Source: an optimization exercise on an open RTL-to-GDS flow (aim: small area and a short achievable clock period). Production flows keep margins and buffers that such runs may drop. In this exercise RTL edits were held to simulation tests only and were not proved equivalent to the original. No activity file was given, so power comes from the tool's default toggle rates.

==> flow/design.v <==
package ternary_pkg;
    localparam int compute_slices = 2;
    localparam int lanes_per_byte = 5;
    localparam int array_rows = lanes_per_byte * compute_slices;
    localparam int acc_count = array_rows * compute_slices;
    localparam int acc_width = 16;
    localparam int byte_width = 8;
    localparam int result_shift = 8;
    typedef logic [acc_width-1:0] acc_t;
    typedef logic [byte_width-1:0] byte_t;
endpackage
`timescale 1ns/1ps
module weight_unpacker(packed_weights, pos, neg);
  input [7:0] packed_weights;
  wire [7:0] packed_weights;
  output [4:0] pos;
  wire [4:0] pos;
  output [4:0] neg;
  wire [4:0] neg;
  wire _000_;
  wire _001_;
  wire _002_;
  wire _003_;
  wire _004_;
  wire _005_;
  wire _006_;
  wire _007_;
  wire _008_;
  wire _009_;
  wire _010_;
  wire _011_;
  wire _012_;
  wire _013_;
  wire _014_;
  wire _015_;
  wire _016_;
  wire _017_;
  wire _018_;
  wire _019_;
  wire _020_;
  wire _021_;
  wire _022_;
  wire _023_;
  wire _024_;
  wire _025_;
  wire _026_;
  wire _027_;
  wire _028_;
  wire _029_;
  wire _030_;
  wire _031_;
  wire _032_;
  wire _033_;
  wire _034_;
  wire _035_;
  wire _036_;
  wire _037_;
  wire _038_;
  wire _039_;
  wire _040_;
  wire _041_;
  wire _042_;
  wire _043_;
  wire _044_;
  wire _045_;
  wire _046_;
  wire _047_;
  wire _048_;
  wire _049_;
  wire _050_;
  wire _051_;
  wire _052_;
  wire _053_;
  wire _054_;
  wire _055_;
  wire _056_;
  wire _057_;
  wire _058_;
  wire _059_;
  wire _060_;
  wire _061_;
  wire _062_;
  wire _063_;
  wire _064_;
  wire _065_;
  wire _066_;
  wire _067_;
  wire _068_;
  wire _069_;
  wire _070_;
  wire _071_;
  wire _072_;
  wire _073_;
  wire _074_;
  wire _075_;
  wire _076_;
  wire _077_;
  wire _078_;
  wire _079_;
  wire _080_;
  wire _081_;
  wire _082_;
  wire _083_;
  wire _084_;
  wire _085_;
  wire _086_;
  wire _087_;
  wire _088_;
  wire _089_;
  wire _090_;
  wire _091_;
  wire _092_;
  wire _093_;
  wire _094_;
  wire _095_;
  wire _096_;
  wire _097_;
  wire _098_;
  wire _099_;
  wire _100_;
  wire _101_;
  wire _102_;
  wire _103_;
  wire _104_;
  wire _105_;
  wire _106_;
  wire _107_;
  wire _108_;
  wire _109_;
  wire _110_;
  wire _111_;
  wire _112_;
  wire _113_;
  wire _114_;
  wire _115_;
  wire _116_;
  wire _117_;
  wire _118_;
  wire _119_;
  wire _120_;
  wire _121_;
  wire _122_;
  wire _123_;
  wire _124_;
  wire _125_;
  wire _126_;
  wire _127_;
  wire _128_;
  wire _129_;
  wire _130_;
  wire _131_;
  wire _132_;
  wire _133_;
  wire _134_;
  wire _135_;
  wire _136_;
  wire _137_;
  wire _138_;
  assign _058_ = ~packed_weights[6];
  assign _059_ = packed_weights[7] & ~(packed_weights[5]);
  assign _060_ = packed_weights[5] & ~(packed_weights[7]);
  assign _061_ = ~packed_weights[3];
  assign _062_ = packed_weights[1] & ~(packed_weights[4]);
  assign _063_ = ~(_062_ & packed_weights[5]);
  assign _064_ = ~(packed_weights[5] | packed_weights[2]);
  assign _065_ = packed_weights[4] & ~(packed_weights[1]);
  assign _066_ = _065_ & ~(packed_weights[0]);
  assign _067_ = _066_ & _064_;
  assign _068_ = _063_ & ~(_067_);
  assign _069_ = _061_ & ~(_068_);
  assign _070_ = packed_weights[5] & packed_weights[2];
  assign _071_ = _061_ & ~(_070_);
  assign _072_ = _070_ & ~(_061_);
  assign _073_ = ~(_072_ | _071_);
  assign _074_ = ~(packed_weights[1] & packed_weights[0]);
  assign _075_ = packed_weights[5] | ~(packed_weights[2]);
  assign _076_ = ~(_075_ | _074_);
  assign _077_ = _076_ | packed_weights[4];
  assign _078_ = _077_ | _073_;
  assign _079_ = packed_weights[4] & ~(_072_);
  assign _080_ = _079_ | _066_;
  assign _081_ = _078_ & ~(_080_);
  assign _082_ = _081_ | _069_;
  assign _083_ = ~packed_weights[4];
  assign _084_ = packed_weights[5] & ~(_074_);
  assign _085_ = _071_ & ~(_084_);
  assign _086_ = _083_ & ~(_085_);
  assign _087_ = ~packed_weights[1];
  assign _088_ = _087_ ? _064_ : _070_;
  assign _089_ = packed_weights[4] & ~(_070_);
  assign _090_ = _089_ | _066_;
  assign _091_ = packed_weights[3] ? _088_ : _090_;
  assign _092_ = _091_ | _086_;
  assign _093_ = packed_weights[3] & ~(packed_weights[0]);
  assign _094_ = packed_weights[0] & ~(packed_weights[3]);
  assign _095_ = _094_ & ~(_065_);
  assign _096_ = _062_ ? _093_ : _095_;
  assign _097_ = packed_weights[1] | ~(packed_weights[4]);
  assign _098_ = ~(_094_ | _093_);
  assign _099_ = _098_ & ~(_097_);
  assign _100_ = _099_ | _096_;
  assign _101_ = _100_ | _075_;
  assign _102_ = ~(_095_ | _062_);
  assign _103_ = _098_ | _066_;
  assign _104_ = _102_ & ~(_103_);
  assign _105_ = _062_ & ~(_093_);
  assign _106_ = _105_ & ~(_094_);
  assign _107_ = _106_ | _104_;
  assign _108_ = _101_ & ~(_107_);
  assign _109_ = _070_ | _064_;
  assign _110_ = _109_ & _100_;
  assign _111_ = _110_ | ~(_108_);
  assign _112_ = packed_weights[5] & ~(packed_weights[2]);
  assign _113_ = _107_ & ~(_112_);
  assign _114_ = _111_ & ~(_113_);
  assign _115_ = _070_ & ~(packed_weights[1]);
  assign _116_ = _063_ & ~(_115_);
  assign _117_ = _116_ | _061_;
  assign _118_ = ~packed_weights[7];
  assign _119_ = _076_ | _118_;
  assign _120_ = _119_ | _085_;
  assign _121_ = _117_ & ~(_120_);
  assign _122_ = _121_ & _114_;
  assign _123_ = _092_ & ~(_122_);
  assign _124_ = _100_ & ~(packed_weights[2]);
  assign _125_ = _124_ | _109_;
  assign _126_ = _125_ ? _107_ : _108_;
  assign _127_ = _118_ & ~(_126_);
  assign _128_ = _109_ | ~(_102_);
  assign _129_ = _112_ | _102_;
  assign _130_ = _101_ & ~(_129_);
  assign _131_ = _128_ & ~(_130_);
  assign _132_ = _118_ & ~(_131_);
  assign _133_ = _132_ | _127_;
  assign _134_ = ~(_133_ ^ _123_);
  assign _135_ = _134_ & ~(_082_);
  assign _136_ = _135_ | packed_weights[6];
  assign _137_ = _121_ | _058_;
  assign _138_ = _092_ & ~(_137_);
  assign _000_ = _118_ & ~(_082_);
  assign _001_ = _138_ & ~(_000_);
  assign _002_ = packed_weights[4] & ~(_001_);
  assign _003_ = _136_ & ~(_002_);
  assign _004_ = _060_ | ~(_003_);
  assign _005_ = _004_ & ~(_059_);
  assign pos[0] = _005_ ^ _058_;
  assign _006_ = ~(packed_weights[5] & packed_weights[4]);
  assign _007_ = _006_ | ~(pos[0]);
  assign _008_ = packed_weights[7] & ~(_007_);
  assign _009_ = _103_ | _096_;
  assign _010_ = ~_109_;
  assign _011_ = _097_ ? _010_ : _125_;
  assign _012_ = _009_ & ~(_011_);
  assign _013_ = ~_127_;
  assign _014_ = _114_ & ~(_058_);
  assign _015_ = _014_ | _013_;
  assign _016_ = _058_ & ~(_126_);
  assign _017_ = packed_weights[7] & ~(_016_);
  assign _018_ = _015_ & ~(_017_);
  assign _019_ = _114_ | packed_weights[6];
  assign _020_ = _019_ & ~(_014_);
  assign _021_ = _018_ & ~(_020_);
  assign _022_ = _013_ & ~(_021_);
  assign _023_ = ~(_022_ | _131_);
  assign _024_ = _023_ | _012_;
  assign _025_ = _024_ | _008_;
  assign _026_ = _022_ & _131_;
  assign _027_ = _026_ | _025_;
  assign neg[3] = ~_027_;
  assign _028_ = _135_ & ~(packed_weights[6]);
  assign neg[2] = _028_ | _001_;
  assign _029_ = _027_ | ~(_135_);
  assign _030_ = ~(packed_weights[3] | packed_weights[2]);
  assign _031_ = _083_ & ~(_030_);
  assign _032_ = _059_ & ~(_031_);
  assign _033_ = _032_ | _058_;
  assign _034_ = _123_ & ~(_136_);
  assign _035_ = _033_ & ~(_034_);
  assign _036_ = _082_ & ~(_019_);
  assign _037_ = _036_ & ~(_133_);
  assign _038_ = _037_ | _138_;
  assign _039_ = _038_ | _035_;
  assign pos[2] = _029_ & ~(_039_);
  assign _040_ = _060_ | _083_;
  assign _041_ = _040_ | _136_;
  assign _042_ = _041_ | pos[2];
  assign _043_ = packed_weights[4] & ~(_135_);
  assign _044_ = _060_ & ~(packed_weights[6]);
  assign _045_ = _044_ & ~(_043_);
  assign _046_ = ~_072_;
  assign _047_ = packed_weights[7] ? packed_weights[5] : _046_;
  assign _048_ = _003_ & ~(_047_);
  assign _049_ = _048_ | _045_;
  assign _050_ = _042_ & ~(_049_);
  assign _051_ = _005_ & ~(_044_);
  assign neg[1] = _050_ & ~(_051_);
  assign neg[0] = packed_weights[7] & ~(pos[0]);
  assign _052_ = _005_ | _058_;
  assign _053_ = packed_weights[7] & ~(_052_);
  assign _054_ = ~(_053_ | _016_);
  assign _055_ = _054_ | _114_;
  assign pos[4] = _055_ & ~(_018_);
  assign _056_ = _012_ & ~(_022_);
  assign pos[3] = _025_ & ~(_056_);
  assign pos[1] = ~(_050_ & _007_);
  assign _057_ = _053_ & _126_;
  assign neg[4] = _057_ | _021_;
endmodule
`timescale 1ns/1ps
module input_stager (
    input  logic       clk,
    input  logic       reset,
    input  logic       compute,
    input  logic [7:0] weights_in,
    input  logic [7:0] activations_in,
    output logic [9:0] row_pos,
    output logic [9:0] row_neg,
    output logic [7:0] act
);
    logic       slice;
    logic       slice_next;
    logic [7:0] fill_w0, fill_w1, fill_a0, held;
    logic [4:0] pos0, neg0, pos1, neg1;
    assign slice_next = !reset && compute && !slice;
    always_ff @(posedge clk) begin
        slice <= slice_next;
    end
    always_ff @(posedge clk) begin
        if (reset) begin
            fill_w0 <= 8'hff;
            fill_w1 <= 8'hff;
            fill_a0 <= 8'h00;
        end else if (slice) begin
            fill_w1 <= weights_in;
        end else begin
            fill_w0 <= weights_in;
            fill_a0 <= activations_in;
        end
    end
    always_ff @(posedge clk) begin
        if (slice) begin
            held <= reset ? 8'h00 : activations_in;
        end else if (slice_next) begin
            held <= fill_a0;
        end else if (reset) begin
            held <= 8'h00;
        end
    end
    always_ff @(posedge clk) begin
        if (slice || slice_next) begin
            act <= held;
        end else begin
            act <= fill_a0;
        end
    end
    weight_unpacker u_dec0 (.packed_weights(fill_w0), .pos(pos0), .neg(neg0));
    weight_unpacker u_dec1 (.packed_weights(fill_w1), .pos(pos1), .neg(neg1));
    always_ff @(posedge clk) begin
        if (!slice) begin
            row_pos <= {pos1, pos0};
            row_neg <= {neg1, neg0};
        end
    end
endmodule
`timescale 1ns/1ps
module mac_array (
    input  logic                   clk,
    input  logic                   clr_head,
    input  logic [9:0]             row_pos,
    input  logic [9:0]             row_neg,
    input  logic [7:0]             act,
    output ternary_pkg::acc_t [ternary_pkg::acc_count-1:0] acc_q
);
    for (genvar r = 0; r < ternary_pkg::array_rows; r++) begin : g_row
        logic [15:0] h, sum;
        logic [7:0]  t;
        logic [8:0]  c;
        logic [8:0]  ones, zeros;
        logic        inc, dec;
        assign h = clr_head ? 16'h0000 : acc_q[2*r];
        assign t    = ({8{row_pos[r]}} & act) | ({8{row_neg[r]}} & ~act);
        assign c[0] = row_neg[r];
        for (genvar i = 0; i < 8; i++) begin : g_lo
            assign sum[i]  = h[i] ^ t[i] ^ c[i];
            assign c[i+1]  = (h[i] & t[i]) | (c[i] & (h[i] ^ t[i]));
        end
        assign inc = c[8] & !t[7];
        assign dec = !c[8] & t[7];
        assign ones[0]  = 1'b1;
        assign zeros[0] = 1'b1;
        for (genvar i = 0; i < 8; i++) begin : g_hi
            assign ones[i+1]  = ones[i] & h[8+i];
            assign zeros[i+1] = zeros[i] & !h[8+i];
            assign sum[8+i]   = h[8+i] ^ ((inc & ones[i]) | (dec & zeros[i]));
        end
        always_ff @(posedge clk) begin
            acc_q[2*r]   <= acc_q[2*r+1];
            acc_q[2*r+1] <= sum;
        end
    end
endmodule
`timescale 1ns/1ps
module readout_queue (
    input  logic       clk,
    input  logic       reset,
    input  logic       compute,
    input  logic       clr,
    input  logic       clr_prev,
    input  logic       cap,
    input  logic       zero,
    input  ternary_pkg::acc_t [ternary_pkg::acc_count-1:0] acc_q,
    output logic [7:0] result_out
);
    localparam int N = ternary_pkg::acc_count;
    ternary_pkg::byte_t q [1:N-2];
    ternary_pkg::byte_t e [1:N-1];
    for (genvar n = 1; n < N; n++) begin : g_e
        if (n % 2 == 0) begin : g_head
            assign e[n] = cap ? (clr_prev ? 8'h00 : acc_q[n][15:8]) : q[n];
        end else if (n < N - 1) begin : g_tail
            assign e[n] = cap ? acc_q[n][15:8] : q[n];
        end else begin : g_last
            assign e[n] = cap ? acc_q[n][15:8] : q[n-1];
        end
    end
    always_ff @(posedge clk) begin
        for (int n = 1; n < N - 1; n++) begin
            q[n] <= e[n+1];
        end
    end
    always_ff @(posedge clk) begin
        if (reset) begin
            result_out <= '0;
        end else if (!compute) begin
            result_out <= clr ? 8'h00 : acc_q[1][15:8];
        end else begin
            result_out <= zero ? 8'h00 : e[1];
        end
    end
endmodule
`timescale 1ns/1ps
module ternary_matmul_top (
    input  logic       clk,
    input  logic       reset,
    input  logic [7:0] weights_in,
    input  logic [7:0] activations_in,
    input  logic       compute,
    output logic [7:0] result_out
);
    logic [9:0] row_pos, row_neg;
    logic [7:0] act;
    logic clr, clr_prev, clr_head, cap, zero;
    ternary_pkg::acc_t [ternary_pkg::acc_count-1:0] acc_q;
    always_ff @(posedge clk) begin
        clr      <= reset || !compute;
        clr_prev <= clr;
        clr_head <= reset || !compute || clr;
        cap      <= !reset && !compute;
        zero     <= reset || (zero && compute);
    end
    input_stager u_input_stager (
        .clk            (clk),
        .reset          (reset),
        .compute        (compute),
        .weights_in     (weights_in),
        .activations_in (activations_in),
        .row_pos         (row_pos),
        .row_neg        (row_neg),
        .act            (act)
    );
    mac_array u_mac_array (
        .clk      (clk),
        .clr_head (clr_head),
        .row_pos   (row_pos),
        .row_neg  (row_neg),
        .act      (act),
        .acc_q    (acc_q)
    );
    readout_queue u_readout_queue (
        .clk        (clk),
        .reset      (reset),
        .compute    (compute),
        .clr        (clr),
        .clr_prev   (clr_prev),
        .cap        (cap),
        .zero       (zero),
        .acc_q      (acc_q),
        .result_out (result_out)
    );
endmodule
==> flow/flow/run.sh <==
#!/bin/bash
# Own layout flow: the standard steps (standard.sh), except that
#  - synthesis leaves out Yosys's full-adder extraction (ADDER_MAP_FILE
#    empty) and maps with flow/abc_area.script, a delay-targeted ABC
#    mapping with area recovery, in place of ORFS's ABC script
#    (flow/synth.tcl swaps the script; the registers are unchanged);
#  - ports are buffered with buf_4 cells and timing repair aims for a
#    larger setup margin.
# Each step's full output goes to its own log file here.
set -euo pipefail
export MY_ABC_SCRIPT=$PWD/flow/abc_area.script
bash standard.sh ADDER_MAP_FILE= SYNTH_SCRIPT=$PWD/flow/synth.tcl synth > synth.log 2>&1
bash standard.sh SETUP_SLACK_MARGIN=10 "BUFFER_PORTS_ARGS=-buffer_cell sky130_fd_sc_hd__buf_4" finish > layout.log 2>&1
==> flow/flow/abc_area.script <==
strash
dc2
dch
map -D 2250
topo
stime
==> flow/flow/synth.tcl <==
# The standard flow's synthesis script with ABC's mapping script replaced by the one
# named in MY_ABC_SCRIPT; everything else, registers included, is as in
# the standard synthesis.
proc synth {args} { yosys synth -nofsm -noshare {*}$args }
proc my_abc_args {name1 name2 op} {
  set i [lsearch -exact $::abc_args -script]
  if {$i >= 0 && [lindex $::abc_args [expr {$i + 1}]] ne $::env(MY_ABC_SCRIPT)} {
    set ::abc_args [lreplace $::abc_args [expr {$i + 1}] [expr {$i + 1}] $::env(MY_ABC_SCRIPT)]
  }
}
trace add variable ::abc_args write my_abc_args
source $::env(SCRIPTS_DIR)/synth.tcl
# left out here: clear keep_hierarchy, flatten, clean up, hide names made inside functions, write 1_2_yosys.v
==> flow/standard.sh <==
#!/bin/bash
# synth_recipe.tcl (not shown) runs the flow's synth.tcl, then flattens the netlist and writes it again
# the make line also repeats each setting of config.mk as NAME=value (left out here)
make -C /OpenROAD-flow-scripts/flow DESIGN_CONFIG=/design/flow/config.mk WORK_HOME=/design/flow/orfs CLKGATE_MAP_FILE= SYNTH_SCRIPT=/design/flow/synth_recipe.tcl "${@:-finish}"
==> flow/config.mk <==
export PLATFORM = sky130hd
export DESIGN_NAME = ternary_matmul_top
export DESIGN_NICKNAME = ternary_matmul_top
export VERILOG_FILES = /design/flow/design.v
export SDC_FILE = /design/flow/constraint.sdc
export NUM_CORES = 4
export LEC_CHECK = 0
export CAP_MARGIN = 20
export CORE_MARGIN = 2
export CORE_UTILIZATION = 65
export CTS_CLUSTER_DIAMETER = 100
export CTS_CLUSTER_SIZE = 30
export SLEW_MARGIN = 20
==> flow/constraint.sdc <==
create_clock -name core_clock -period 14.0 [get_ports {clk}]
set_input_delay 2.8000 -clock core_clock [delete_from_list [all_inputs] [get_ports {clk}]]
set_output_delay 2.8000 -clock core_clock [all_outputs]
set_load 0.01 [all_outputs]
==> flow_metrics.py, run 1 <==
metrics = {
    "status": {
        "status": "complete, no violations",
    },
    "setup_path": {
        "crit_chain": "buf_4",
        "arrival_ns": 1.01,
        "worstPathRequired_ns": 11.20,
        "path_buf_inv": 1,
        "worstSetupPathType": "register to primary output",
        "cp_slowest_cell": "dfxtp_1",
        "r2r_start": "u_input_stager.fill_w0[4]",
        "worstPathMaxFanout": 1,
        "start_kind": "register",
        "crit_family": "flip-flops",
        "cpPeakStageDelay_ns": 0.35,
        "worst_setup_path_end_kind": "primary output",
        "crit_start": "u_readout_queue.result_out[0]",
    },
    "sta": {
        "layout_min_cycle_time_ns": 3.80,
        "tightest_slew_ns": 1.02,
        "slew_headroom": 0.319,
        "rsz0062_at_grt": "true",
        "setup_viol": 0,
        "period_share": 0.272,
        "max_freq_ghz": 0.263,
        "finalSetupTns_ns": 0,
        "slew_viol_final": 0,
        "hold_violations": 0,
        "fin_skew_ns": 0.0177,
    },
    "power_and_ir_drop": {
        "seqPwrFrac": 0.614,
        "p_leak_uw": 0.00888,
        "max-vdd-ir-drop_mv": 0.147,
        "p_int_uw": 2540,
        "p_per_area_mw_per_mm2": 167,
        "total_power_uw": 3580,
        "p_sw_frac": 0.290,
        "pwr-share-comb": 0.184,
        "p_sw_uw": 1040,
        "clockPowerShare": 0.201,
    },
    "die": {
        "start_util": 0.664,
        "die_area_mm2": 0.0319,
        "ios": 27,
        "fp.coreArea_mm2": 0.0299,
        "fp.dieH_um": 179,
        "fp-row-count": 63,
        "die_w_um": 179,
    },
    "job": {
        "maxCapViolCount": 0,
    },
    "routing": {
        "drt_iter0_drc": 914,
        "vias": 14600,
        "finalWirelength_um": 38100,
        "postRouteAntennaNets": 0,
        "post_drt_wl_per_cell_um": 13.7,
        "dr.pass1.iters": 5,
        "drc_errors": 0,
        "drt-vias-per-instance": 5.25,
    },
    "logic_synthesis": {
        "synth_top_area_share": 0.506,
        "yosysTopAreaCell": "dfxtp_1",
        "syn-instance-count": 2318,
        "synth-seq-area-share": 0.561,
        "yosysWarnings": 6,
        "synth.avg_cell_area_um2": 8.56,
        "syn-num-nets": 2337,
        "synth_seq_cells": 538,
        "yosys-top-cells-area": "dfxtp_1 (51%), nand2_1 (12%), xor2_1 (7.7%)",
        "synth_cell_types": 35,
        "synth.cell_area_mm2": 0.0198,
    },
    "clock_network": {
        "htreeDepth": 1,
        "numCtsBuffers": 21,
        "clk_pin_slew_ns": 0.11,
        "root_buffer": "clkbuf_16",
        "clock_latency_ns": 0.55,
        "cts_hold_buffers": 0,
        "cts_tree": "yes",
        "clock_path_buffers": 3,
        "clock_sinks": 538,
    },
    "global_route": {
        "antenna_found_initial": 0,
        "grt_overflow": 0,
        "grt_pass1_wl_um": 62900,
        "grt_max_degree": 140,
        "grt_pass1_vias": 13700,
        "grt.total_usage": 0.238,
    },
    "cells_and_area": {
        "syn2layout_area_growth_pct": 8.20,
        "layout_common_cells": "nand2_1 (641), dfxtp_1 (492), o21ai_0 (220), clkinv_1 (188), xor2_1 (174)",
        "nNetsFinal": 2401,
        "final_common_cell": "nand2_1",
        "final_util": 0.719,
        "seqCellArea_mm2": 0.0112,
        "multiInputGateArea_mm2": 0.00814,
        "finish.instance_area_mm2": 0.0215,
        "instances_no_fill": 2779,
        "fillers": 2353,
        "drive_gt1_frac": 0.0561,
    },
    "placed_design": {
        "place.gp.congestion": 0.907,
        "io_buffers": 26,
        "placedCellCount": 2741,
        "detailed_place_hpwl_um": 23300,
        "post_dp_cell_area_mm2": 0.0206,
    },
    "hold_path": {
        "hold_start": "u_mac_array.acc_q[48]",
        "hold_class": "register to register",
    },
}
## cells by family after synthesis
logic type      Yosys count  share of synthesized area
buf+inv                 194                     0.0367
xor+xnor                230                      0.102
simple gates            979                      0.199
compound gates          375                      0.101
mux                       2                    0.00101
flops                   538                      0.561
## per-layer routing
layer / track usage / wire [um] / part of all wire / up-vias
li1: - / - / - / 7621
met1: 0.309 / 17800 / 0.47 / 6755
met2: 0.430 / 18500 / 0.49 / 171
met3: 0.0208 / 986 / 0.026 / 54
met4: 0.0572 / 800 / 0.021 / 0
met5: 0 / 0 / 0 / -
## Yosys cell counts
| library cell | instances |
|---|---|
| o21a_1 | 7 |
| nor2_1 | 173 |
| o22ai_1 | 12 |
| a21boi_0 | 1 |
| a32oi_1 | 4 |
| and3_2 | 12 |
| nand3_1 | 96 |
| edfxtp_1 | 36 |
| nor4_1 | 3 |
| nand4_1 | 5 |
| nand2_1 | 641 |
| dfxtp_1 | 502 |
| a221oi_1 | 2 |
| o221a_2 | 1 |
| o311ai_0 | 1 |
| a22oi_1 | 11 |
| o221ai_1 | 2 |
| o21ai_0 | 230 |
| a21o_2 | 1 |
| a21oi_1 | 93 |
| and2_2 | 2 |
| xnor2_1 | 56 |
| a31oi_1 | 1 |
| o21bai_1 | 1 |
| o211ai_1 | 4 |
| xor2_1 | 174 |
| or3b_2 | 1 |
| clkinv_1 | 194 |
| a41oi_1 | 1 |
| nor3_1 | 40 |
| mux2i_1 | 2 |
| or2_2 | 4 |
| a211o_2 | 1 |
| o31ai_1 | 2 |
| or3_2 | 2 |
## layout make-up
type,count,share of cell area
timing repair buffer,40,0.0161
timing repair inverter,1,0.000524
inverter,194,0.0357
multi-input combinational,1586,0.379
sequential,538,0.519
antenna,1,0.000117
clock buffer,29,0.0263
tap,390,0.0227
## through the flow
step	worst slack [ns]	hold WS, ns
after detailed placement	9.25	0.312
after global routing	9.92	0.343
after CTS	9.96	0.332
final	10.20	0.332
after global placement	9.41	0.310
after floorplan	10.09	0.310
## worst reg2reg max path: cells and delay by family (launching register included)
| family | cells | cell delay, ns |
|---|---|---|
| flip-flops | 1 | 0.44 |
| AO/OA/AOI/OAI | 10 | 1.81 |
| AND/OR/NAND/NOR | 6 | 1.03 |
| buffers and inverters | 2 | 0.33 |
## worst paths after layout
path                          endpoint  slack [ns]  cells after the start
max                      result_out[0]       10.20                      1
min              u_mac_array.acc_q[32]        0.33                      0
max reg2reg  u_input_stager.row_neg[1]       10.25                     18
min reg2reg      u_mac_array.acc_q[32]        0.33                      0
## registers in the layout, summed over array words and instances, names as in the netlist, 8 cells and up
signal                      count
u_mac_array.acc_q             320
u_readout_queue.q             144
u_input_stager.row_neg         10
u_input_stager.row_pos         10
u_input_stager.act              8
u_input_stager.fill_a0          8
u_input_stager.fill_w0          8
u_input_stager.fill_w1          8
u_input_stager.held             8
u_readout_queue.result_out      8
## power groups by stage
stage,combinational (uW),clock (uW),sequential (uW)
floorplan,513,0,2180
global placement,615,0,2210
detailed placement,637,0,2230
CTS,649,739,2200
global route,762,782,2250
finish,660,720,2200
## timing repair
action                                  4_1_cts  5_1_grt
endpoints found under the hold margin         0        0
resized for setup                            10       50
endpoints found under the setup margin       54       45
buffers inserted                              2        5
gates cloned                                  0        1
==> inputs of run 2 (changes only) <==
--- a/flow/config.mk
+++ b/flow/config.mk
@@ -7,7 +7,7 @@
 export LEC_CHECK = 0
 export CAP_MARGIN = 20
 export CORE_MARGIN = 2
-export CORE_UTILIZATION = 65
-export CTS_CLUSTER_DIAMETER = 100
+export CORE_UTILIZATION = 60
+export CTS_CLUSTER_DIAMETER = 60
 export CTS_CLUSTER_SIZE = 30
 export SLEW_MARGIN = 20
==> flow_metrics.py, run 2 <==
metrics = {
    "sta": {
        "slew_headroom": 0.300,
        "tightest_slew_ns": 1.05,
        "rsz0062_at_grt": "false",
        "whs_ns": 0.316,
        "layout_min_cycle_time_ns": 3.79,
        "max_freq_ghz": 0.264,
        "slew_viol_final": 0,
        "setup_viol": 0,
        "period_share": 0.271,
        "finalSetupTns_ns": 0,
        "fin_skew_ns": 0.0283,
        "hold_violations": 0,
    },
    "power_and_ir_drop": {
        "p_leak_uw": 0.00923,
        "p_per_area_mw_per_mm2": 179,
        "max-vdd-ir-drop_mv": 0.129,
    },
    "placed_design": {
        "place.gp.congestion": 0.843,
        "io_buffers": 26,
        "detailed_place_hpwl_um": 23700,
    },
    "setup_path": {
        "worstPathRequired_ns": 11.20,
        "crit_chain": "buf_4",
        "start_kind": "register",
        "worstPathMaxFanout": 1,
        "path_buf_inv": 1,
        "cpPeakStageDelay_ns": 0.34,
        "crit_family": "flip-flops",
        "cp_slowest_cell": "dfxtp_1",
        "r2r_start": "u_input_stager.fill_w1[3]",
        "arrival_ns": 0.99,
        "worstSetupPathType": "register to primary output",
        "worst_setup_path_end_kind": "primary output",
        "crit_start": "u_readout_queue.result_out[3]",
    },
    "logic_synthesis": {
        "yosysTopAreaCell": "dfxtp_1",
        "synth.avg_cell_area_um2": 8.56,
        "synth-seq-area-share": 0.561,
        "synthArstFlopShare": 0,
        "yosys-top-cells-area": "dfxtp_1 (51%), nand2_1 (12%), xor2_1 (7.7%)",
        "yosysWarnings": 6,
        "syn-instance-count": 2318,
        "netlist_top_cells_count": "nand2_1 (641), dfxtp_1 (502), o21ai_0 (230), clkinv_1 (194), xor2_1 (174)",
        "syn-num-nets": 2337,
        "synth_cell_types": 35,
        "synth_most_common_cell": "nand2_1",
        "synth_seq_cells": 538,
        "synth_top_area_share": 0.506,
        "synth.cell_area_mm2": 0.0198,
        "synth-edff-count": 36,
        "yosys_most_used_dff": "dfxtp_1",
    },
    "die": {
        "fp-row-count": 66,
        "ios": 27,
        "fp.coreArea_mm2": 0.0325,
        "fp.dieH_um": 186,
        "start_util": 0.610,
        "die_w_um": 186,
        "die_area_mm2": 0.0345,
    },
    "routing": {
        "drt_iter0_drc": 1017,
        "dr.pass1.iters": 6,
        "finalWirelength_um": 38700,
        "vias": 14700,
        "postRouteAntennaNets": 0,
        "top_layer": "met4",
        "route.met3.wl_um": 1340,
        "drt-vias-per-instance": 5.14,
        "drc_errors": 0,
        "post_drt_wl_per_cell_um": 13.5,
        "dr_wl_met2_um": 18700,
        "drt-met1-wl_um": 17900,
    },
    "clock_network": {
        "cts_hold_buffers": 0,
        "root_buffer": "clkbuf_16",
        "clock_path_buffers": 3,
        "numCtsBuffers": 36,
        "clock_latency_ns": 0.54,
        "cts_tree": "yes",
        "htreeDepth": 2,
        "clock_sinks": 538,
        "clk_pin_slew_ns": 0.09,
    },
    "cells_and_area": {
        "reg.largest.list": "u_mac_array.acc_q: 320 flops, u_readout_queue.q: 144 flops",
        "nNetsFinal": 2416,
        "syn2layout_area_growth_pct": 12.0,
        "largest_reg_flops": 320,
        "final_common_cell": "nand2_1",
        "layout_common_cells": "nand2_1 (641), dfxtp_1 (493), o21ai_0 (221), clkinv_1 (187), xor2_1 (174)",
        "regMostFlops": "u_mac_array.acc_q",
        "antenna_cells": 0,
        "drive_gt1_frac": 0.0718,
    },
    "global_route": {
        "grt_max_degree": 140,
        "grt_pass1_wl_um": 64000,
        "antenna_found_initial": 0,
        "grt.total_usage": 0.226,
        "grt_overflow": 0,
        "grt_pass1_vias": 14000,
    },
    "hold_path": {
        "hold_start": "u_mac_array.acc_q[275]",
        "hold_class": "register to register",
    },
    "status": {
        "status": "complete, no violations",
    },
    "job": {
        "maxCapViolCount": 0,
    },
}
run 2: cell counts after synthesis:
No cell type changed its count.
run 2: timing repair:
action,CTS,global route
pin swaps,0,1
buffers inserted,1,4
cloned,0,1
setup endpoints to repair,48,66
resized for setup,6,53
run 2: kinds of logic after synthesis:
logic type | count (synthesis) | share of synthesized area
muxes | 2 | 0.00101
and+or+nand+nor | 979 | 0.199
buffers and inverters | 194 | 0.0367
xor gates and xnor gates | 230 | 0.102
AOI/OAI and AO/OA | 375 | 0.101
DFF | 538 | 0.561
run 2: routing by layer:
metal / vias up / global-route usage
met2: 201 / 0.405
met5: - / 0
met4: 0 / 0.0551
met1: 6788 / 0.290
met3: 57 / 0.0276
li1: 7675 / -
run 2: final cells by class:
class                      count  area (um^2)
multi-input combinational   1586         8130
fill                        2725        10300
timing repair buffer          40          337
tap                          442          553
clock buffer                  42          995
inverter                     194          769
clock inverter                22          282
sequential                   538        11100
timing repair inverter         1         11.3
run 2: power breakdown:
| part | leakage (uW) | total (uW) | internal (uW) | switching (uW) |
|---|---|---|---|---|
| Sequential | 0.00458 | 2200 | 2000 | 194 |
| Combinational | 0.00402 | 659 | 252 | 407 |
| Clock | 0.000634 | 1130 | 587 | 544 |
run 2: final timing paths:
check / end / slack (ns) / cells after the start
hold / removal: u_mac_array.acc_q[259] / 0.32 / 0
setup / recovery: result_out[3] / 10.21 / 1
hold reg to reg: u_mac_array.acc_q[259] / 0.32 / 0
setup reg to reg: u_input_stager.row_pos[6] / 10.33 / 19
run 2: per-stage QoR:
stage	setup WS, ns	power, uW	instances	area (um^2)	util
after floorplan	10.09	2690	2318	19900	-
after global placement	9.39	2830	2795	20700	0.636
after detailed placement	9.21	2870	2795	20700	0.636
after CTS	9.96	4010	2860	22000	0.676
after global routing	9.91	4230	2865	22200	0.683
final	10.21	3990	2865	22200	0.683
==> inputs of run 3 (changes only) <==
--- a/flow/config.mk
+++ b/flow/config.mk
@@ -8,6 +8,6 @@
 export CAP_MARGIN = 20
 export CORE_MARGIN = 2
 export CORE_UTILIZATION = 60
-export CTS_CLUSTER_DIAMETER = 60
+export CTS_CLUSTER_DIAMETER = 150
 export CTS_CLUSTER_SIZE = 30
 export SLEW_MARGIN = 20
==> flow_metrics.py, run 3 <==
metrics = {
    "status": {
        "status": "complete, no violations",
    },
    "logic_synthesis": {
        "yosys_most_used_dff": "dfxtp_1",
        "synth.cell_area_mm2": 0.0198,
        "synth_most_common_cell": "nand2_1",
        "synth-edff-count": 36,
        "synth-seq-area-share": 0.561,
        "synth_seq_cells": 538,
        "synth_top_area_share": 0.506,
        "syn-instance-count": 2318,
        "yosysWarnings": 6,
        "netlist_top_cells_count": "nand2_1 (641), dfxtp_1 (502), o21ai_0 (230), clkinv_1 (194), xor2_1 (174)",
        "synth_cell_types": 35,
        "synth.avg_cell_area_um2": 8.56,
        "synthArstFlopShare": 0,
        "syn-num-nets": 2337,
        "yosysTopAreaCell": "dfxtp_1",
        "yosys-top-cells-area": "dfxtp_1 (51%), nand2_1 (12%), xor2_1 (7.7%)",
    },
    "die": {
        "start_util": 0.610,
        "fp.coreArea_mm2": 0.0325,
        "fp.dieH_um": 186,
        "die_area_mm2": 0.0345,
        "die_w_um": 186,
        "fp-row-count": 66,
        "ios": 27,
    },
    "setup_path": {
        "cpPeakStageDelay_ns": 0.35,
        "worstPathMaxFanout": 1,
        "cp_slowest_cell": "dfxtp_1",
        "start_kind": "register",
        "arrival_ns": 1.00,
        "path_buf_inv": 1,
        "worstPathRequired_ns": 11.20,
        "worst_setup_path_end_kind": "primary output",
        "crit_family": "flip-flops",
        "worstSetupPathType": "register to primary output",
        "crit_chain": "buf_4",
    },
    "global_route": {
        "grt_max_degree": 140,
        "antenna_found_initial": 0,
        "grt_pass1_wl_um": 63200,
        "grt_overflow": 0,
        "grt.total_usage": 0.222,
        "grt_pass1_vias": 13900,
    },
    "placed_design": {
        "place.gp.congestion": 0.843,
        "io_buffers": 26,
        "detailed_place_hpwl_um": 23700,
    },
    "cells_and_area": {
        "antenna_cells": 0,
        "layout_common_cells": "nand2_1 (641), dfxtp_1 (493), o21ai_0 (223), clkinv_1 (187), xor2_1 (174)",
        "largest_reg_flops": 320,
        "reg.largest.list": "u_mac_array.acc_q: 320 flops, u_readout_queue.q: 144 flops",
        "nNetsFinal": 2399,
        "drive_gt1_frac": 0.0566,
        "regMostFlops": "u_mac_array.acc_q",
        "syn2layout_area_growth_pct": 8.43,
        "final_common_cell": "nand2_1",
    },
    "clock_network": {
        "clock_path_buffers": 3,
        "cts_hold_buffers": 0,
        "htreeDepth": 1,
        "root_buffer": "clkbuf_16",
        "clock_sinks": 538,
        "numCtsBuffers": 21,
        "clk_pin_slew_ns": 0.12,
        "clock_latency_ns": 0.54,
        "cts_tree": "yes",
    },
    "sta": {
        "finalSetupTns_ns": 0,
        "slew_viol_final": 0,
        "period_share": 0.271,
        "rsz0062_at_grt": "true",
        "whs_ns": 0.328,
        "setup_viol": 0,
        "slew_headroom": 0.343,
        "max_freq_ghz": 0.263,
        "fin_skew_ns": 0.0176,
        "tightest_slew_ns": 0.984,
        "layout_min_cycle_time_ns": 3.80,
        "hold_violations": 0,
    },
    "routing": {
        "post_drt_wl_per_cell_um": 13.5,
        "finalWirelength_um": 38100,
        "dr.pass1.iters": 5,
        "drt-vias-per-instance": 5.16,
        "drt_iter0_drc": 990,
        "drc_errors": 0,
        "postRouteAntennaNets": 0,
        "vias": 14600,
    },
    "job": {
        "maxCapViolCount": 0,
    },
    "power_and_ir_drop": {
        "p_sw_uw": 1030,
        "p_leak_uw": 0.00886,
        "clockPowerShare": 0.202,
        "seqPwrFrac": 0.614,
        "p_sw_frac": 0.289,
        "pwr-share-comb": 0.184,
        "max-vdd-ir-drop_mv": 0.101,
        "p_int_uw": 2540,
        "p_per_area_mw_per_mm2": 166,
    },
    "hold_path": {
        "hold_class": "register to register",
    },
}
==> run 3: changes by cell type in the layout (fill, tap and decap cells not counted), moves of 2 or more <==
cell       before  now
clkbuf_1        0    6
nor3_2         11   14
inv_6           4    0
clkinv_8        5    0
nor3_1         29   25
bufinv_16       3    0
clkbuf_16      37   21
clkbuf_8        5    1
clkinv_2        8    2
o21ai_1         9    7
o21ai_0       221  223
==> run 3: worst paths after layout <==
check / cells past startpoint / from / slack (ns) / endpoint
min reg2reg: 0 / u_mac_array.acc_q[212] / 0.33 / u_mac_array.acc_q[196]
max reg2reg: 21 / u_input_stager.act[0] / 10.33 / u_mac_array.acc_q[127]
max: 1 / u_readout_queue.result_out[3] / 10.20 / result_out[3]
min: 0 / u_mac_array.acc_q[212] / 0.33 / u_mac_array.acc_q[196]
==> run 3: metal layers <==
| metal | share of wire | GRT usage | vias up | wire [um] |
|---|---|---|---|---|
| met4 | 0.023 | 0.0494 | 0 | 858 |
| met3 | 0.033 | 0.0221 | 42 | 1270 |
| met2 | 0.48 | 0.403 | 184 | 18200 |
| met5 | 0 | 0 | - | 0 |
| met1 | 0.46 | 0.284 | 6762 | 17700 |
| li1 | - | - | 7603 | - |
==> run 3: cells by family after synthesis <==
group | synth area share
multiplexers | 0.00101
XOR/XNOR | 0.102
AND/OR/NAND/NOR | 0.199
buffers and inverters | 0.0367
AO/OA/AOI/OAI | 0.101
flip-flops | 0.561
==> run 3: what timing repair did <==
| action | in CTS | in global routing |
|---|---|---|
| resized for setup | 7 | 56 |
| buffers inserted | 1 | 2 |
| pin swaps | 0 | 1 |
| cloned | 0 | 1 |
| endpoints found under the setup margin | 48 | 55 |
==> run 3: cell type report <==
type                       count  area, um^2
sequential                   538       11100
tap                          442         553
fill                        2796       11000
clock buffer                  28         562
inverter                     194         767
timing repair buffer          38         320
timing repair inverter         1        11.3
multi-input combinational   1586        8160
==> run 3: stage by stage <==
stage	cell area (um^2)	std cells	setup slack (ns)	utilization	total power, uW
after detailed placement	20700	2795	9.21	0.636	2870
after global placement	20700	2795	9.39	0.636	2830
after CTS	21300	2824	9.93	0.654	3590
after floorplan	19900	2318	10.09	-	2690
after global routing	21500	2827	9.93	0.661	3800
final	21500	2827	10.20	0.661	3570
==> run 3: power groups by stage <==
stage	registers [uW]	logic [uW]	clock network, uW
after floorplan	2180	513	0
after CTS	2200	650	744
after global routing	2250	763	792
after detailed placement	2230	640	0
final	2190	658	721
after global placement	2210	620	0
==> inputs of run 4 (changes only) <==
--- a/flow/config.mk
+++ b/flow/config.mk
@@ -8,6 +8,6 @@
 export CAP_MARGIN = 20
 export CORE_MARGIN = 2
 export CORE_UTILIZATION = 60
-export CTS_CLUSTER_DIAMETER = 150
-export CTS_CLUSTER_SIZE = 30
+export CTS_CLUSTER_DIAMETER = 100
+export CTS_CLUSTER_SIZE = 25
 export SLEW_MARGIN = 20
==> flow_metrics.py, run 4 <==
metrics = {
    "power_and_ir_drop": {
        "p_per_area_mw_per_mm2": 168,
        "p_leak_uw": 0.00892,
        "max-vdd-ir-drop_mv": 0.117,
    },
    "die": {
        "fp.coreArea_mm2": 0.0325,
        "start_util": 0.610,
        "ios": 27,
        "die_w_um": 186,
        "fp.dieH_um": 186,
        "fp-row-count": 66,
        "die_area_mm2": 0.0345,
    },
    "sta": {
        "finalSetupTns_ns": 0,
        "rsz0062_at_grt": "true",
        "max_freq_ghz": 0.261,
        "slew_headroom": 0.324,
        "tightest_slew_ns": 1.01,
        "slew_viol_final": 0,
        "period_share": 0.274,
        "fin_skew_ns": 0.0135,
        "hold_violations": 0,
        "setup_viol": 0,
        "layout_min_cycle_time_ns": 3.84,
    },
    "cells_and_area": {
        "nNetsFinal": 2403,
        "regMostFlops": "u_mac_array.acc_q",
        "reg.largest.list": "u_mac_array.acc_q: 320 flops, u_readout_queue.q: 144 flops",
        "drive_gt1_frac": 0.0564,
        "syn2layout_area_growth_pct": 8.93,
        "layout_common_cells": "nand2_1 (641), dfxtp_1 (493), o21ai_0 (222), clkinv_1 (187), xor2_1 (174)",
        "fillers": 2795,
        "antenna_cells": 0,
        "final_common_cell": "nand2_1",
        "largest_reg_flops": 320,
        "instances_no_fill": 2834,
    },
    "logic_synthesis": {
        "synth_seq_cells": 538,
        "yosys_most_used_dff": "dfxtp_1",
        "yosysWarnings": 6,
        "syn-instance-count": 2318,
        "synth_cell_types": 35,
        "synth-seq-area-share": 0.561,
        "synthArstFlopShare": 0,
        "synth-edff-count": 36,
        "synth_most_common_cell": "nand2_1",
        "yosys-top-cells-area": "dfxtp_1 (51%), nand2_1 (12%), xor2_1 (7.7%)",
        "syn-num-nets": 2337,
        "synth_top_area_share": 0.506,
        "netlist_top_cells_count": "nand2_1 (641), dfxtp_1 (502), o21ai_0 (230), clkinv_1 (194), xor2_1 (174)",
        "synth.avg_cell_area_um2": 8.56,
        "synth.cell_area_mm2": 0.0198,
        "yosysTopAreaCell": "dfxtp_1",
    },
    "placed_design": {
        "placedCellCount": 2795,
        "detailed_place_hpwl_um": 23700,
        "io_buffers": 26,
        "place.gp.congestion": 0.843,
    },
    "global_route": {
        "antenna_found_initial": 0,
        "grt.total_usage": 0.225,
        "grt_pass1_wl_um": 63800,
        "grt_overflow": 0,
        "grt_max_degree": 81,
        "grt_pass1_vias": 14000,
    },
    "clock_network": {
        "clk_pin_slew_ns": 0.09,
        "clock_path_buffers": 3,
        "clock_latency_ns": 0.57,
        "cts_tree": "yes",
        "clock_sinks": 538,
        "htreeDepth": 1,
        "numCtsBuffers": 25,
        "cts_hold_buffers": 0,
        "root_buffer": "clkbuf_16",
    },
    "routing": {
        "postRouteAntennaNets": 0,
        "drc_errors": 0,
        "dr.pass1.iters": 5,
        "finalWirelength_um": 38400,
        "drt_iter0_drc": 911,
        "vias": 14600,
        "post_drt_wl_per_cell_um": 13.5,
        "drt-vias-per-instance": 5.15,
    },
    "hold_path": {
        "hold_class": "register to register",
    },
    "setup_path": {
        "path_buf_inv": 1,
        "cp_slowest_cell": "dfxtp_1",
        "start_kind": "register",
        "arrival_ns": 1.04,
        "crit_family": "flip-flops",
        "worstSetupPathType": "register to primary output",
        "worstPathRequired_ns": 11.20,
        "worstPathMaxFanout": 1,
        "cpPeakStageDelay_ns": 0.35,
        "crit_chain": "buf_4",
        "worst_setup_path_end_kind": "primary output",
    },
    "status": {
        "status": "complete, no violations",
    },
    "job": {
        "maxCapViolCount": 0,
    },
}
run 4: where the power goes:
part / total, uW / internal, uW / switching, uW
registers: 2200 / 2000 / 193
clock network: 785 / 332 / 454
logic: 658 / 252 / 406
run 4: worst paths after layout:
path	cells past startpoint	to	slack, ns	from
worst max-delay path	1	result_out[3]	10.16	u_readout_queue.result_out[3]
worst min-delay path	0	u_mac_array.acc_q[224]	0.33	u_mac_array.acc_q[240]
worst max register to register	19	u_input_stager.row_pos[6]	10.33	u_input_stager.fill_w1[3]
worst min register to register	0	u_mac_array.acc_q[224]	0.33	u_mac_array.acc_q[240]
run 4: cell families (layout without fill, tap and decap cells):
family                    Yosys count  in the layout  synth area share
and+or+nand+nor                   979            979             0.199
muxes                               2              2           0.00101
DFF                               538            538             0.561
xor gates and xnor gates          230            230             0.102
AOI/OAI and AO/OA                 375            375             0.101
buffers and inverters             194            268            0.0367
run 4: final cells by class:
cell class | instances | area [um^2] | area share
Timing Repair inverter | 1 | 16.3 | 0.000752
Multi-Input combinational cell | 1586 | 8130 | 0.376
Sequential cell | 538 | 11100 | 0.516
Tap cell | 442 | 553 | 0.0256
Inverter | 194 | 767 | 0.0355
Timing Repair Buffer | 38 | 324 | 0.0150
Clock buffer | 33 | 656 | 0.0303
Clock inverter | 2 | 25.0 | 0.00116
run 4: metal layers:
metal	up-vias	share of wire	GRT usage
met5	-	0	0
met4	0	0.017	0.0479
met3	45	0.032	0.0258
met2	179	0.48	0.410
met1	6764	0.47	0.286
li1	7616	-	-
run 4: timing repair:
action / CTS / global route
cloned: 1 / 0
gates resized for setup: 7 / 50
pin swaps: 0 / 1
setup buffers: 1 / 2
setup endpoints to repair: 47 / 47
run 4: metrics by stage:
step | utilization | cell area, um^2 | setup WS [ns] | power, uW | hold slack (ns)
after floorplan | - | 19900 | 10.09 | 2690 | 0.310
after global placement | 0.636 | 20700 | 9.39 | 2830 | 0.310
after detailed placement | 0.636 | 20700 | 9.21 | 2870 | 0.313
after CTS | 0.658 | 21400 | 10.01 | 3660 | 0.336
after global routing | 0.664 | 21600 | 9.93 | 3870 | 0.339
final | 0.664 | 21600 | 10.16 | 3640 | 0.334
==> inputs of run 5 (changes only) <==
--- a/flow/config.mk
+++ b/flow/config.mk
@@ -9,5 +9,5 @@
 export CORE_MARGIN = 2
 export CORE_UTILIZATION = 60
 export CTS_CLUSTER_DIAMETER = 100
-export CTS_CLUSTER_SIZE = 25
+export CTS_CLUSTER_SIZE = 34
 export SLEW_MARGIN = 20
==> flow_metrics.py, run 5 <==
metrics = {
    "cells_and_area": {
        "final_common_cell": "nand2_1",
        "final_util": 0.660,
        "finish.instance_area_mm2": 0.0215,
        "nNetsFinal": 2397,
        "largest_reg_flops": 320,
        "syn2layout_area_growth_pct": 8.23,
        "regMostFlops": "u_mac_array.acc_q",
        "fillers": 2801,
        "drive_gt1_frac": 0.0545,
        "layout_common_cells": "nand2_1 (641), dfxtp_1 (493), o21ai_0 (223), clkinv_1 (187), xor2_1 (174)",
        "reg.largest.list": "u_mac_array.acc_q: 320 flops, u_readout_queue.q: 144 flops",
        "instances_no_fill": 2827,
    },
    "routing": {
        "drc_errors": 0,
        "drt-vias-per-instance": 5.17,
        "finalWirelength_um": 38100,
        "drt_iter0_drc": 1066,
        "dr.pass1.iters": 5,
        "postRouteAntennaNets": 0,
        "post_drt_wl_per_cell_um": 13.5,
        "vias": 14600,
    },
    "die": {
        "die_area_mm2": 0.0345,
        "start_util": 0.610,
        "die_w_um": 186,
        "fp.coreArea_mm2": 0.0325,
        "ios": 27,
        "fp.dieH_um": 186,
        "fp-row-count": 66,
    },
    "clock_network": {
        "clk_pin_slew_ns": 0.12,
        "cts_tree": "yes",
        "cts_hold_buffers": 0,
        "htreeDepth": 1,
        "clock_sinks": 538,
        "clock_latency_ns": 0.56,
        "root_buffer": "clkbuf_16",
        "clock_path_buffers": 3,
        "numCtsBuffers": 19,
    },
    "placed_design": {
        "place.gp.congestion": 0.843,
        "post_dp_cell_area_mm2": 0.0207,
        "detailed_place_hpwl_um": 23700,
        "placedCellCount": 2795,
        "io_buffers": 26,
    },
    "job": {
        "maxCapViolCount": 0,
    },
    "logic_synthesis": {
        "synth_top_area_share": 0.506,
        "syn-instance-count": 2318,
        "yosysWarnings": 6,
        "synth_seq_cells": 538,
        "synth.avg_cell_area_um2": 8.56,
        "synth-edff-count": 36,
        "synth_most_common_cell": "nand2_1",
        "syn-num-nets": 2337,
        "yosysTopAreaCell": "dfxtp_1",
        "synthArstFlopShare": 0,
        "yosys-top-cells-area": "dfxtp_1 (51%), nand2_1 (12%), xor2_1 (7.7%)",
        "synth-seq-area-share": 0.561,
        "synth_cell_types": 35,
        "yosys_most_used_dff": "dfxtp_1",
        "netlist_top_cells_count": "nand2_1 (641), dfxtp_1 (502), o21ai_0 (230), clkinv_1 (194), xor2_1 (174)",
        "synth.cell_area_mm2": 0.0198,
    },
    "sta": {
        "period_share": 0.275,
        "layout_min_cycle_time_ns": 3.85,
        "hold_violations": 0,
        "rsz0062_at_grt": "true",
        "setup_viol": 0,
        "tightest_slew_ns": 1.03,
        "slew_viol_final": 0,
        "max_freq_ghz": 0.260,
        "slew_headroom": 0.310,
        "fin_skew_ns": 0.0220,
        "finalSetupTns_ns": 0,
    },
    "setup_path": {
        "worstPathMaxFanout": 19,
        "worstSetupPathType": "input pin to register",
        "worstPathRequired_ns": 14.40,
        "start_kind": "input pin",
        "worst_setup_path_end_kind": "register",
        "arrival_ns": 4.25,
    },
    "power_and_ir_drop": {
        "p_leak_uw": 0.00886,
        "p_sw_frac": 0.290,
        "max-vdd-ir-drop_mv": 0.120,
        "p_int_uw": 2530,
        "total_power_uw": 3560,
        "clockPowerShare": 0.198,
        "seqPwrFrac": 0.617,
        "pwr-share-comb": 0.185,
        "p_sw_uw": 1030,
        "p_per_area_mw_per_mm2": 166,
    },
    "status": {
        "status": "complete, no violations",
    },
    "global_route": {
        "grt_overflow": 0,
        "grt_max_degree": 81,
        "grt_pass1_vias": 13900,
        "grt_pass1_wl_um": 63500,
        "grt.total_usage": 0.223,
        "antenna_found_initial": 0,
    },
    "hold_path": {
        "hold_class": "register to register",
    },
}
[run 5: cell counts after synthesis]
Identical to the previous run, type by type.
[run 5: final cells by class]
cell class / count / area [um^2] / share of cell area
clock buffer: 26 / 533 / 0.0248
inverter: 194 / 767 / 0.0357
timing repair inverter: 1 / 16.3 / 0.000757
timing repair buffer: 38 / 320 / 0.0149
tap: 442 / 553 / 0.0257
multi-input combinational: 1586 / 8130 / 0.379
clock inverter: 1 / 8.76 / 0.000408
antenna: 1 / 2.50 / 0.000117
sequential: 538 / 11100 / 0.519
[run 5: timing repair]
action                     CTS  global route
gates resized for setup      7            49
setup endpoints to repair   47            50
pin swaps                    0             1
gates cloned                 1             0
buffers inserted             1             2
[run 5: final timing paths]
check                               from                       endpoint  cells after the start  slack, ns
hold reg to reg   u_mac_array.acc_q[212]         u_mac_array.acc_q[196]                      0       0.33
setup reg to reg   u_input_stager.act[0]         u_mac_array.acc_q[127]                     21      10.30
setup / recovery                   reset  u_readout_queue.result_out[1]                      6      10.15
hold / removal    u_mac_array.acc_q[212]         u_mac_array.acc_q[196]                      0       0.33
[run 5: logic make-up after synthesis]
family                    Yosys count  synth area share
DFF                               538             0.561
buffers and inverters             194            0.0367
AOI/OAI and AO/OA                 375             0.101
muxes                               2           0.00101
xor gates and xnor gates          230             0.102
and+or+nand+nor                   979             0.199
[run 5: stage by stage]
stage               hold slack (ns)  setup slack, ns
detailed placement            0.313             9.21
global placement              0.310             9.39
floorplan                     0.310            10.09
finish                        0.332            10.15
CTS                           0.338            10.00
global route                  0.333             9.94
[run 5: power by group through the flow]
stage	clock network [uW]	logic, uW	registers (uW)
after global routing	777	762	2250
final	705	657	2190
after global placement	0	620	2210
after floorplan	0	513	2180
after CTS	734	650	2200
after detailed placement	0	640	2230
[run 5: worst max-delay path, cell delays in order]
cell	delay [ns]
buf_4	0.19
clkinv_2	0.26
nand2_1	0.25
nor2_4	0.11
a21oi_1	0.44
o21ai_0	0.18
[run 5: per-layer routing]
| layer | track usage | part of all wire | vias up |
|---|---|---|---|
| met5 | 0 | 0 | - |
| met4 | 0.0435 | 0.015 | 0 |
| met3 | 0.0225 | 0.029 | 41 |
| met2 | 0.410 | 0.48 | 171 |
| met1 | 0.285 | 0.47 | 6806 |
| li1 | - | - | 7604 |
==> inputs of run 6 (changes only) <==
--- a/flow/config.mk
+++ b/flow/config.mk
@@ -9,5 +9,5 @@
 export CORE_MARGIN = 2
 export CORE_UTILIZATION = 60
 export CTS_CLUSTER_DIAMETER = 100
-export CTS_CLUSTER_SIZE = 34
+export CTS_CLUSTER_SIZE = 30
 export SLEW_MARGIN = 20
==> flow_metrics.py, run 6 <==
metrics = {
    "status": {
        "status": "complete, no violations",
    },
    "sta": {
        "finalSetupTns_ns": 0,
        "rsz0062_at_grt": "true",
        "layout_min_cycle_time_ns": 3.80,
        "whs_ns": 0.328,
        "hold_violations": 0,
        "setup_viol": 0,
        "fin_ws_ns": 10.20,
        "slew_headroom": 0.343,
        "max_freq_ghz": 0.263,
        "fin_skew_ns": 0.0176,
        "tightest_slew_ns": 0.984,
        "period_share": 0.271,
        "slew_viol_final": 0,
    },
    "clock_network": {
        "clock_path_buffers": 3,
        "htreeDepth": 1,
        "clock_sinks": 538,
        "cts_tree": "yes",
        "root_buffer": "clkbuf_16",
        "clk_pin_slew_ns": 0.12,
        "clock_latency_ns": 0.54,
        "numCtsBuffers": 21,
        "cts_hold_buffers": 0,
    },
    "cells_and_area": {
        "reg.largest.list": "u_mac_array.acc_q: 320 flops, u_readout_queue.q: 144 flops",
        "nNetsFinal": 2399,
        "final_common_cell": "nand2_1",
        "fillers": 2796,
        "layout_common_cells": "nand2_1 (641), dfxtp_1 (493), o21ai_0 (223), clkinv_1 (187), xor2_1 (174)",
        "syn2layout_area_growth_pct": 8.43,
        "drive_gt1_frac": 0.0566,
        "final_util": 0.661,
        "antenna_cells": 0,
        "regMostFlops": "u_mac_array.acc_q",
        "largest_reg_flops": 320,
    },
    "logic_synthesis": {
        "yosys_most_used_dff": "dfxtp_1",
        "yosys-top-cells-area": "dfxtp_1 (51%), nand2_1 (12%), xor2_1 (7.7%)",
        "synth_seq_cells": 538,
        "yosysWarnings": 6,
        "yosysTopAreaCell": "dfxtp_1",
        "netlist_top_cells_count": "nand2_1 (641), dfxtp_1 (502), o21ai_0 (230), clkinv_1 (194), xor2_1 (174)",
        "syn-num-nets": 2337,
        "synth.cell_area_mm2": 0.0198,
        "synth_cell_types": 35,
        "synthArstFlopShare": 0,
        "synth_top_area_share": 0.506,
        "syn-instance-count": 2318,
        "synth.avg_cell_area_um2": 8.56,
        "synth_most_common_cell": "nand2_1",
        "synth-seq-area-share": 0.561,
        "synth-edff-count": 36,
    },
    "setup_path": {
        "start_kind": "register",
        "worstPathMaxFanout": 1,
        "worst_setup_path_end_kind": "primary output",
        "arrival_ns": 1.00,
        "crit_chain": "buf_4",
        "cpPeakStageDelay_ns": 0.35,
        "crit_family": "flip-flops",
        "path_buf_inv": 1,
        "cp_slowest_cell": "dfxtp_1",
        "worstSetupPathType": "register to primary output",
        "worstPathRequired_ns": 11.20,
    },
    "routing": {
        "drt-vias-per-instance": 5.16,
        "finalWirelength_um": 38100,
        "drt_iter0_drc": 990,
        "dr.pass1.iters": 5,
        "post_drt_wl_per_cell_um": 13.5,
        "drc_errors": 0,
        "vias": 14600,
        "postRouteAntennaNets": 0,
    },
    "job": {
        "maxCapViolCount": 0,
    },
    "die": {
        "start_util": 0.610,
        "fp.coreArea_mm2": 0.0325,
        "ios": 27,
        "die_area_mm2": 0.0345,
        "fp.dieH_um": 186,
        "fp-row-count": 66,
        "die_w_um": 186,
    },
    "placed_design": {
        "place.gp.congestion": 0.843,
        "io_buffers": 26,
        "detailed_place_hpwl_um": 23700,
        "post-place-ws_ns": 9.21,
    },
    "power_and_ir_drop": {
        "p_per_area_mw_per_mm2": 166,
        "max-vdd-ir-drop_mv": 0.101,
        "p_int_uw": 2540,
        "p_sw_frac": 0.289,
        "pwr-share-comb": 0.184,
        "p_leak_uw": 0.00886,
        "total_power_uw": 3570,
        "p_sw_uw": 1030,
        "seqPwrFrac": 0.614,
        "clockPowerShare": 0.202,
    },
    "global_route": {
        "grt.total_usage": 0.222,
        "grt_overflow": 0,
        "grt_pass1_vias": 13900,
        "grt_pass1_wl_um": 63200,
        "grt_max_degree": 140,
        "antenna_found_initial": 0,
    },
    "hold_path": {
        "hold_class": "register to register",
    },
}
==> run 6: logic make-up (layout without fill, tap and decap cells) <==
| family | Yosys count | count (layout) | synth area share |
|---|---|---|---|
| AND/OR/NAND/NOR | 979 | 979 | 0.199 |
| flip-flops | 538 | 538 | 0.561 |
| AO/OA/AOI/OAI | 375 | 375 | 0.101 |
| XOR/XNOR | 230 | 230 | 0.102 |
| buffers and inverters | 194 | 261 | 0.0367 |
| multiplexers | 2 | 2 | 0.00101 |
==> run 6: metrics by stage <==
step | instance area [um^2] | instances
2_1_floorplan | 19900 | 2318
3_3_place_gp | 20700 | 2795
3_5_place_dp | 20700 | 2795
4_1_cts | 21300 | 2824
5_1_grt | 21500 | 2827
6_report | 21500 | 2827
==> run 6: power by group through the flow <==
stage               combinational, uW  clock, uW  sequential (uW)
finish                            658        721             2190
global route                      763        792             2250
CTS                               650        744             2200
detailed placement                640          0             2230
global placement                  620          0             2210
floorplan                         513          0             2180
==> run 6: what timing repair did <==
action	in CTS	in global routing
buffers inserted	1	2
setup endpoints to repair	48	55
pin swaps	0	1
cloned	0	1
resized for setup	7	56
==> run 6: layout make-up <==
type                    instances  area, um^2  area share
multi-input cells            1586        8160       0.379
inverters                     194         767      0.0356
repair inverters                1        11.3    0.000523
repair buffers                 38         320      0.0149
clock buffers                  28         562      0.0261
flip-flops and latches        538       11100       0.518
well taps                     442         553      0.0257
==> run 6: worst paths after layout <==
check             slack (ns)                      to                          start  cells after the start
hold reg to reg         0.33  u_mac_array.acc_q[196]         u_mac_array.acc_q[212]                      0
setup reg to reg       10.33  u_mac_array.acc_q[127]          u_input_stager.act[0]                     21
setup / recovery       10.20           result_out[3]  u_readout_queue.result_out[3]                      1
hold / removal          0.33  u_mac_array.acc_q[196]         u_mac_array.acc_q[212]                      0
==> run 6: routing by layer <==
layer | wire length [um] | GRT usage
met5 | 0 | 0
met4 | 858 | 0.0494
met3 | 1270 | 0.0221
met2 | 18200 | 0.403
met1 | 17700 | 0.284
==> inputs of run 7 (changes only) <==
--- a/flow/config.mk
+++ b/flow/config.mk
@@ -8,6 +8,7 @@
 export CAP_MARGIN = 20
 export CORE_MARGIN = 2
 export CORE_UTILIZATION = 60
+export CTS_BUF_LIST = sky130_fd_sc_hd__clkbuf_4 sky130_fd_sc_hd__clkbuf_8 sky130_fd_sc_hd__clkbuf_16
 export CTS_CLUSTER_DIAMETER = 100
 export CTS_CLUSTER_SIZE = 30
 export SLEW_MARGIN = 20
==> flow_metrics.py, run 7 <==
metrics = {
    "setup_path": {
        "worstSetupPathType": "register to primary output",
        "crit_family": "flip-flops",
        "worstPathMaxFanout": 1,
        "path_buf_inv": 1,
        "worstPathRequired_ns": 11.20,
        "crit_chain": "buf_4",
        "cpPeakStageDelay_ns": 0.35,
        "start_kind": "register",
        "worst_setup_path_end_kind": "primary output",
        "cp_slowest_cell": "dfxtp_1",
        "arrival_ns": 1.00,
    },
    "routing": {
        "dr.pass1.iters": 5,
        "postRouteAntennaNets": 0,
        "drt_iter0_drc": 986,
        "drc_errors": 0,
        "finalWirelength_um": 38000,
        "vias": 14600,
        "post_drt_wl_per_cell_um": 13.5,
        "drt-vias-per-instance": 5.16,
    },
    "logic_synthesis": {
        "synth.avg_cell_area_um2": 8.56,
        "synth_top_area_share": 0.506,
        "syn-num-nets": 2337,
        "syn-instance-count": 2318,
        "yosysTopAreaCell": "dfxtp_1",
        "synthArstFlopShare": 0,
        "synth_cell_types": 35,
        "synth-edff-count": 36,
        "netlist_top_cells_count": "nand2_1 (641), dfxtp_1 (502), o21ai_0 (230), clkinv_1 (194), xor2_1 (174)",
        "synth.cell_area_mm2": 0.0198,
        "synth-seq-area-share": 0.561,
        "yosys-top-cells-area": "dfxtp_1 (51%), nand2_1 (12%), xor2_1 (7.7%)",
        "yosysWarnings": 6,
        "yosys_most_used_dff": "dfxtp_1",
        "synth_most_common_cell": "nand2_1",
        "synth_seq_cells": 538,
    },
    "cells_and_area": {
        "finish.instance_area_mm2": 0.0215,
        "nNetsFinal": 2399,
        "final_common_cell": "nand2_1",
        "seqCellArea_mm2": 0.0111,
        "fillers": 2795,
        "layout_common_cells": "nand2_1 (641), dfxtp_1 (493), o21ai_0 (223), clkinv_1 (187), xor2_1 (174)",
        "drive_gt1_frac": 0.0591,
        "syn2layout_area_growth_pct": 8.56,
        "antenna_cells": 0,
        "largest_reg_flops": 320,
        "multiInputGateArea_mm2": 0.00816,
        "regMostFlops": "u_mac_array.acc_q",
        "final_util": 0.662,
        "reg.largest.list": "u_mac_array.acc_q: 320 flops, u_readout_queue.q: 144 flops",
    },
    "clock_network": {
        "clock_path_buffers": 3,
        "htreeDepth": 1,
        "clock_latency_ns": 0.54,
        "clock_sinks": 538,
        "clk_pin_slew_ns": 0.11,
        "numCtsBuffers": 21,
        "root_buffer": "clkbuf_16",
        "cts_tree": "yes",
    },
    "sta": {
        "fin_skew_ns": 0.0174,
        "slew_viol_final": 0,
        "hold_violations": 0,
        "slew_headroom": 0.323,
        "layout_min_cycle_time_ns": 3.80,
        "setup_viol": 0,
        "rsz0062_at_grt": "true",
        "tightest_slew_ns": 1.01,
        "max_freq_ghz": 0.263,
        "period_share": 0.271,
        "whs_ns": 0.329,
        "finalSetupTns_ns": 0,
    },
    "die": {
        "ios": 27,
        "die_area_mm2": 0.0345,
        "die_w_um": 186,
        "start_util": 0.610,
        "fp.coreArea_mm2": 0.0325,
        "fp.dieH_um": 186,
        "fp-row-count": 66,
    },
    "power_and_ir_drop": {
        "max-vdd-ir-drop_mv": 0.100,
        "p_leak_uw": 0.00888,
        "p_per_area_mw_per_mm2": 166,
    },
    "global_route": {
        "antenna_found_initial": 0,
        "grt.total_usage": 0.222,
        "grt_pass1_wl_um": 63400,
        "grt_max_degree": 140,
        "grt_overflow": 0,
        "grt_pass1_vias": 13900,
    },
    "placed_design": {
        "place.gp.congestion": 0.843,
        "io_buffers": 26,
        "post_dp_cell_area_mm2": 0.0207,
        "detailed_place_hpwl_um": 23700,
    },
    "job": {
        "maxCapViolCount": 0,
    },
    "hold_path": {
        "hold_class": "register to register",
    },
    "status": {
        "status": "complete, no violations",
    },
}
[run 7: cell counts after synthesis]
Identical to the previous run, type by type.
[run 7: timing repair]
action	CTS	global route
hold endpoints to repair	0	0
gates cloned	0	1
buffers inserted	1	2
endpoints found under the setup margin	48	55
pin swaps	0	1
hold buffers	0	0
resized for setup	7	57
[run 7: power by group]
part / leakage, uW / internal (uW) / switching [uW]
combinational: 0.00402 / 252 / 406
clock: 0.000294 / 296 / 434
sequential: 0.00458 / 2000 / 193
[run 7: metal layers]
metal / GRT usage / share of wire
met3: 0.0237 / 0.033
met2: 0.406 / 0.49
met4: 0.0463 / 0.017
met1: 0.285 / 0.46
met5: 0 / 0
[run 7: worst paths after layout]
check | from | to | slack [ns] | cells past startpoint
worst min-delay path | u_mac_array.acc_q[212] | u_mac_array.acc_q[196] | 0.33 | 0
worst min register to register | u_mac_array.acc_q[212] | u_mac_array.acc_q[196] | 0.33 | 0
worst max-delay path | u_readout_queue.result_out[3] | result_out[3] | 10.20 | 1
worst max register to register | u_input_stager.act[0] | u_mac_array.acc_q[127] | 10.33 | 21
[run 7: cell type report]
| type | instances | area share |
|---|---|---|
| sequential | 538 | 0.517 |
| tap | 442 | 0.0257 |
| inverter | 194 | 0.0356 |
| timing repair buffer | 38 | 0.0149 |
| clock buffer | 28 | 0.0271 |
| timing repair inverter | 1 | 0.000523 |
| multi-input combinational | 1586 | 0.379 |
[run 7: kinds of logic (layout without fill, tap and decap cells)]
logic type             count (synthesis)  in the layout  synth area share
flip-flops                           538            538             0.561
buffers and inverters                194            261            0.0367
multiplexers                           2              2           0.00101
AO/OA/AOI/OAI                        375            375             0.101
XOR/XNOR                             230            230             0.102
AND/OR/NAND/NOR                      979            979             0.199
[run 7: through the flow]
| stage | power, uW | setup WS [ns] | instances |
|---|---|---|---|
| after floorplan | 2690 | 10.09 | 2318 |
| after global placement | 2830 | 9.39 | 2795 |
| after detailed placement | 2870 | 9.21 | 2795 |
| after CTS | 3600 | 9.93 | 2824 |
| after global routing | 3820 | 9.93 | 2827 |
| final | 3580 | 10.20 | 2827 |

-- what the ideal ports hide --
The results above use ideal ports. As a check the final layouts listed here were re-extracted and re-timed, cells and wires unchanged. Step 1 assumes that a clkbuf_16 drives the clock port and a buf_2 every other input. Step 2, shift: input delay + t, output delay - t, t = (earliest + latest rising clock arrival at the registers) / 2. This alone moves slack from input paths to output paths. a / b / c = ideal ports / drivers / drivers and shift; a / b = the first two.
| run | t, ns | slack for setup (ns) | worst setup path at the end | worst register clock-pin slew, ns |
|---|---|---|---|---|
| run 1 | 0.593 | 10.195 / 10.141 / 9.738 | input to register | 0.11 / 0.11 |
| run 2 | 0.579 | 10.206 / 10.153 / 9.656 | input to register | 0.10 / 0.10 |
| run 3 | 0.589 | 10.202 / 10.149 / 9.739 | input to register | 0.12 / 0.12 |
| run 4 | 0.615 | 10.162 / 10.108 / 9.625 | input to register | 0.10 / 0.10 |
| run 5 | 0.594 | 10.152 / 10.131 / 9.580 | input to register | 0.12 / 0.12 |
| run 6 | 0.589 | 10.202 / 10.149 / 9.739 | input to register | 0.12 / 0.12 |
| run 7 | 0.587 | 10.200 / 10.148 / 9.725 | input to register | 0.12 / 0.12 |
After both steps every run listed still meets setup and hold. The setup slack of run 5, which loses most, moves by -0.021 ns with the drivers and by -0.572 ns with both steps.
